This design comes from an exercise in tuning for small area, a short achievable clock period and few clock cycles per item on the open sky130 flow, not from production work. RTL that was checked went through simulation tests only; none was proved equivalent to the original. Power figures rest on the tool's default switching activity, not on a simulated workload.

== branch willow ==
==> flow/design.v <==
package icache_pkg;
	localparam int OFFSET_W = 4;
	localparam int INDEX_W  = 4;
	localparam int ADDR_W   = 32;
	localparam int TAG_W    = ADDR_W - INDEX_W - OFFSET_W;
	typedef logic [ADDR_W-1:0]   addr_t;
	typedef logic [TAG_W-1:0]    tag_t;
	typedef logic [INDEX_W-1:0]  index_t;
	typedef logic [OFFSET_W-1:0] offset_t;
	typedef logic [31:0]         word_t;
	typedef struct packed {
		tag_t    tag;
		index_t  index;
		offset_t offset;
	} fetch_addr_t;
	typedef struct packed {
		logic valid;
		tag_t tag;
	} tag_entry_t;
	typedef enum logic [1:0] {
		REFILL_IDLE,
		REFILL_REQUEST,
		REFILL_COLLECT,
		REFILL_COMMIT
	} refill_state_t;
endpackage
module icache_lookup #(
	parameter int W = 1
) (
	input  logic         sel_i,
	input  logic [W-1:0] a_i,
	input  logic [W-1:0] b_i,
	output logic [W-1:0] y_o
);
	assign y_o = sel_i ? b_i : a_i;
endmodule
module icache_hit_check #(
	parameter int LB = 7
) (
	input  logic [29:0]   addr_i,
	input  logic [29:LB]  head_hi_i,
	input  logic [LB-1:0] end_lo_i,
	output logic          seq_o
);
	assign seq_o = (addr_i[LB-1:0] == end_lo_i) && (addr_i[29:LB] == head_hi_i);
endmodule
module icache_data_read (
	input  logic rvalid_i,
	input  logic rdy_i,
	output logic valid_o
);
	assign valid_o = rvalid_i && rdy_i;
endmodule
module icache_req_gate (
	input  logic rvalid_i,
	input  logic ireq_i,
	input  logic ereq_i,
	output logic req_o
);
	assign req_o = ireq_i || (rvalid_i && ereq_i);
endmodule
module icache_top #(
	parameter int OFFSET_W = icache_pkg::OFFSET_W,
	parameter int INDEX_W  = icache_pkg::INDEX_W,
	parameter int TAG_W    = icache_pkg::ADDR_W - INDEX_W - OFFSET_W
) (
	input  logic                  clock_i,
	input  logic                  rst_n_i,
	input  logic                  fetch_i,
	input  icache_pkg::addr_t     fetch_addr_i,
	input  logic                  flush_i,
	output logic                  instr_valid_o,
	output icache_pkg::word_t     instr_o,
	output icache_pkg::addr_t     instr_addr_o,
	output logic                  miss_o,
	output logic                  mem_req_o,
	output icache_pkg::addr_t     mem_line_addr_o,
	input  logic                  mem_rvalid_i,
	input  icache_pkg::word_t     mem_rdata_i
);
	localparam int CAP = 31;
	localparam int LOW = 5;
	logic [4:0]     n_q;      
	logic           busy_q;   
	logic           lm_q;     
	logic           miss_q;
	logic           rdy_q;    
	logic           ireq_q;   
	logic           ereq_q;   
	logic [29:0]    h_q;      
	logic [1:0]     wc_q;     
	logic [LOW-1:0] ml_q;     
	logic [LOW+1:0] el_q;     
	logic           xb_q;     
	logic           seq;
	logic           nz;
	logic           acc;
	logic           last;
	logic           start;
	logic           cont;
	logic           deliver;
	logic           endw;
	logic           req;
	logic           lost;
	logic           fall;
	logic           clr;
	logic [LOW+1:0] h_inc;
	logic [4:0]     n_d;
	logic           busy_d;
	logic           lm_d;
	logic [29:0]    h_d;
	logic [1:0]     wc_d;
	logic           m_d;
	logic           v0_d;
	logic           rdy_d;
	logic           ireq_d;
	logic [LOW+1:0] el_d;
	logic           xb_d;
	logic           miss_d [2];
	assign h_inc = h_q[LOW+1:0] + (LOW+2)'(1);
	icache_hit_check #(.LB(LOW + 2)) i_seq (
		.addr_i    (fetch_addr_i[31:2]),
		.head_hi_i (h_q[29:LOW+2]),
		.end_lo_i  (el_q),
		.seq_o     (seq)
	);
	logic n_ge1;
	logic n_ge2;
	logic n_ge3;
	logic n_ge4;
	logic n_cap;
	logic r_ge1;
	logic r_ge2;
	logic r_ge3;
	assign n_ge1 = n_q != '0;
	assign n_ge2 = n_q > 5'd1;
	assign n_ge3 = n_q > 5'd2;
	assign n_ge4 = n_q > 5'd3;
	assign n_cap = n_q == 5'(CAP - 1);
	assign nz      = n_ge1;
	assign deliver = mem_rvalid_i && rdy_q;
	assign r_ge1   = deliver ? n_ge2 : n_ge1;
	assign r_ge2   = deliver ? n_ge3 : n_ge2;
	assign r_ge3   = deliver ? n_ge4 : n_ge3;
	assign acc     = fetch_i && !miss_q && !flush_i;
	assign last    = !r_ge1;
	assign start   = acc && last;
	assign cont    = acc && !last;
	assign endw    = mem_rvalid_i && (wc_q == 2'd3);
	assign req     = ireq_q || (mem_rvalid_i && ereq_q);
	assign lost    = endw && lm_q && (miss_q ? n_ge2 : n_ge1) && !rdy_q;
	assign fall    = miss_q && !r_ge2;
	assign clr     = flush_i || lost;
	assign busy_d = req || (busy_q && !endw);
	assign lm_d   = !last && (req || (lm_q && !endw));
	assign h_d    = last ? fetch_addr_i[31:2]
		: {h_q[29:LOW+2], deliver ? h_inc : h_q[LOW+1:0]};
	assign wc_d   = req ? 2'd0 : {wc_q[1] ^ (wc_q[0] && mem_rvalid_i), wc_q[0] ^ mem_rvalid_i};
	always_comb
	begin
		if (flush_i || (fall && !lost))
		begin
			n_d = '0;
		end
		else if (lost || start)
		begin
			n_d = 5'd1;
		end
		else if (cont && !deliver)
		begin
			n_d = n_q + 5'd1;
		end
		else if (deliver && !cont)
		begin
			n_d = n_q - 5'd1;
		end
		else
		begin
			n_d = n_q;
		end
	end
	always_comb
	begin
		if (deliver)
		begin
			m_d = 1'b1;
		end
		else if (req)
		begin
			m_d = h_q[1:0] == 2'd0;
		end
		else if (mem_rvalid_i)
		begin
			m_d = h_q[1:0] == wc_q + 2'd1;
		end
		else
		begin
			m_d = h_q[1:0] == wc_q;
		end
	end
	assign el_d = last ? fetch_addr_i[LOW+3:2] + (LOW+2)'(1) : el_q + (LOW+2)'(acc);
	assign xb_d = last ? (&fetch_addr_i[LOW+3:2]) : (xb_q || (acc && (&el_q)));
	assign v0_d   = !clr && (miss_q ? r_ge2 : (acc || r_ge1));
	assign rdy_d  = busy_d && lm_d && v0_d && m_d;
	assign ireq_d = !busy_d && v0_d;
	logic drop0;
	logic drop1;
	logic v1_d;
	logic ereq_d;
	assign drop0 = cont;
	assign drop1 = cont && (n_cap || xb_q);
	assign miss_d[0] = !flush_i && (lost || (miss_q ? !fall : drop0));
	assign miss_d[1] = !flush_i && (lost || (miss_q ? !fall : drop1));
	assign v1_d = !clr && (miss_q ? r_ge3 : r_ge2);
	assign ereq_d = busy_d && (wc_d == 2'd3) && (lm_d ? (rdy_d && v1_d) : v0_d);
	logic miss_pick;
	icache_lookup #(.W(1)) i_pick_miss (
		.sel_i (seq),
		.a_i   (miss_d[0]),
		.b_i   (miss_d[1]),
		.y_o   (miss_pick)
	);
	icache_req_gate i_req_o (
		.rvalid_i (mem_rvalid_i),
		.ireq_i   (ireq_q),
		.ereq_i   (ereq_q),
		.req_o    (mem_req_o)
	);
	icache_data_read i_valid_o (
		.rvalid_i (mem_rvalid_i),
		.rdy_i    (rdy_q),
		.valid_o  (instr_valid_o)
	);
	assign mem_line_addr_o = {h_q[29:LOW+2], ml_q, 4'b0000};
	assign instr_o         = mem_rdata_i;
	assign instr_addr_o    = {h_q, 2'b00};
	assign miss_o          = miss_q;
	always_ff @(posedge clock_i or negedge rst_n_i)
	begin
		if (!rst_n_i)
		begin
			n_q    <= '0;
			busy_q <= 1'b0;
			lm_q   <= 1'b0;
			miss_q <= 1'b0;
			rdy_q  <= 1'b0;
			ireq_q <= 1'b0;
			ereq_q <= 1'b0;
		end
		else
		begin
			miss_q <= miss_pick;
			ereq_q <= ereq_d;
			n_q    <= n_d;
			rdy_q  <= rdy_d;
			ireq_q <= ireq_d;
			busy_q <= busy_d;
			lm_q   <= lm_d;
		end
	end
	always_ff @(posedge clock_i)
	begin
		h_q  <= h_d;
		wc_q <= wc_d;
		ml_q <= h_d[LOW+1:2] + LOW'(lm_d);
		el_q <= el_d;
		xb_q <= xb_d;
	end
endmodule
export LEC_CHECK = 0
export CAP_MARGIN = 20
export CORE_MARGIN = 2
export CORE_UTILIZATION = 60
export SETUP_SLACK_MARGIN = 1.9
export SLEW_MARGIN = 20
export SYNTH_HIERARCHICAL = 1
export SYNTH_MINIMUM_KEEP_SIZE = 0
create_clock -name core_clock -period 4.0 [get_ports {clock_i}]
standard.sh (not shown) runs the stock make flow with config.mk's settings and CLKGATE_MAP_FILE= SYNTH_SCRIPT=/design/flow/synth_recipe.tcl, a recipe that flattens the netlist after the stock synthesis.
==> flow/flow/run.sh <==
#!/bin/bash
# own flow: the standard layout, with port buffers of a plain buffer cell
set -o pipefail
cp standard.sh standard.sh.txt 2>/dev/null
cp config.mk config.mk.txt
export BUFFER_PORTS_ARGS="-buffer_cell sky130_fd_sc_hd__buf_1"
export ADDER_MAP_FILE=
bash standard.sh > standard.log 2>&1
Setup changes, branch willow to branch amber
-- flow/design.v --
<<< branch willow, line 112
	logic [1:0]     wc_d;
	logic           m_d;
	logic           v0_d;
	logic           rdy_d;
>>> branch amber, line 112
	logic [1:0]     wc_d;
	logic           m_d;
	logic           wrap_d;
	logic           v0_d;
	logic           rdy_d;
<<< branch willow, line 199
		end
	end
	assign el_d = last ? fetch_addr_i[LOW+3:2] + (LOW+2)'(1) : el_q + (LOW+2)'(acc);
	assign xb_d = last ? (&fetch_addr_i[LOW+3:2]) : (xb_q || (acc && (&el_q)));
>>> branch amber, line 200
		end
	end
	assign wrap_d = last ? (&fetch_addr_i[LOW+3:4])
		: (deliver ? (&h_inc[LOW+1:2]) : (&h_q[LOW+1:2]));
	assign el_d = last ? fetch_addr_i[LOW+3:2] + (LOW+2)'(1) : el_q + (LOW+2)'(acc);
	assign xb_d = last ? (&fetch_addr_i[LOW+3:2]) : (xb_q || (acc && (&el_q)));
<<< branch willow, line 213
	assign miss_d[1] = !flush_i && (lost || (miss_q ? !fall : drop1));
	assign v1_d = !clr && (miss_q ? r_ge3 : r_ge2);
	assign ereq_d = busy_d && (wc_d == 2'd3) && (lm_d ? (rdy_d && v1_d) : v0_d);
	logic miss_pick;
	icache_lookup #(.W(1)) i_pick_miss (
>>> branch amber, line 216
	assign miss_d[1] = !flush_i && (lost || (miss_q ? !fall : drop1));
	assign v1_d = !clr && (miss_q ? r_ge3 : r_ge2);
	assign ereq_d = busy_d && (wc_d == 2'd3) && (lm_d
		? (rdy_d && v1_d && !wrap_d)
		: v0_d);
	logic miss_pick;
	icache_lookup #(.W(1)) i_pick_miss (
Findings:
Side by side, final standard cell utilization of the core turned out higher in branch amber than in branch willow. Number of clock buffers in the layout for branch amber: 2 down relative to branch willow. branch willow → branch amber: share of total power in combinational logic picked up an extra 11 points; worst hold slack across all endpoints shrank by 35 ps; area added between synthesis and finish higher; HPWL after detailed placement moved up; die area went up. Summary — fraction of the cycle the final worst path needs, branch amber relative to branch willow: lower, by 0.44 points. Global-route wire length before repair grows slightly when moving from branch willow to branch amber.
Testbench counts of branch amber, summed over its fixed seeds: cycles 71,983, items 32,000.
No functional check of the RTL was part of branch willow.

what the ideal ports hide:
How much do the figures lean on ideal ports? The routed layouts below were timed once more, with nothing changed but the port constraints. Step 1 (the two cells are an assumption about what drives the block):
set clk [get_ports {clock_i}]
set_driving_cell -lib_cell sky130_fd_sc_hd__clkbuf_16 $clk
set_driving_cell -lib_cell sky130_fd_sc_hd__buf_2 [delete_from_list [all_inputs] $clk]
Step 2 also shifts input and output timing later by t, the mid clock arrival at the registers, as if the neighbouring blocks saw the same clock. Three values: no drivers, after step 1, after step 2; two values: the first two.
run	t (ns)	setup WS [ns]	worst setup path at the end	pins driven straight from the clock port
branch willow	0.329	1.908 / 1.887 / 1.642	input to register	1
branch amber	0.338	1.926 / 1.906 / 1.624	input to register	1
After both steps setup and hold are still met in every run listed. For branch amber, which loses most, drivers alone change the setup slack by -0.020 ns; drivers and shift together by -0.302 ns.
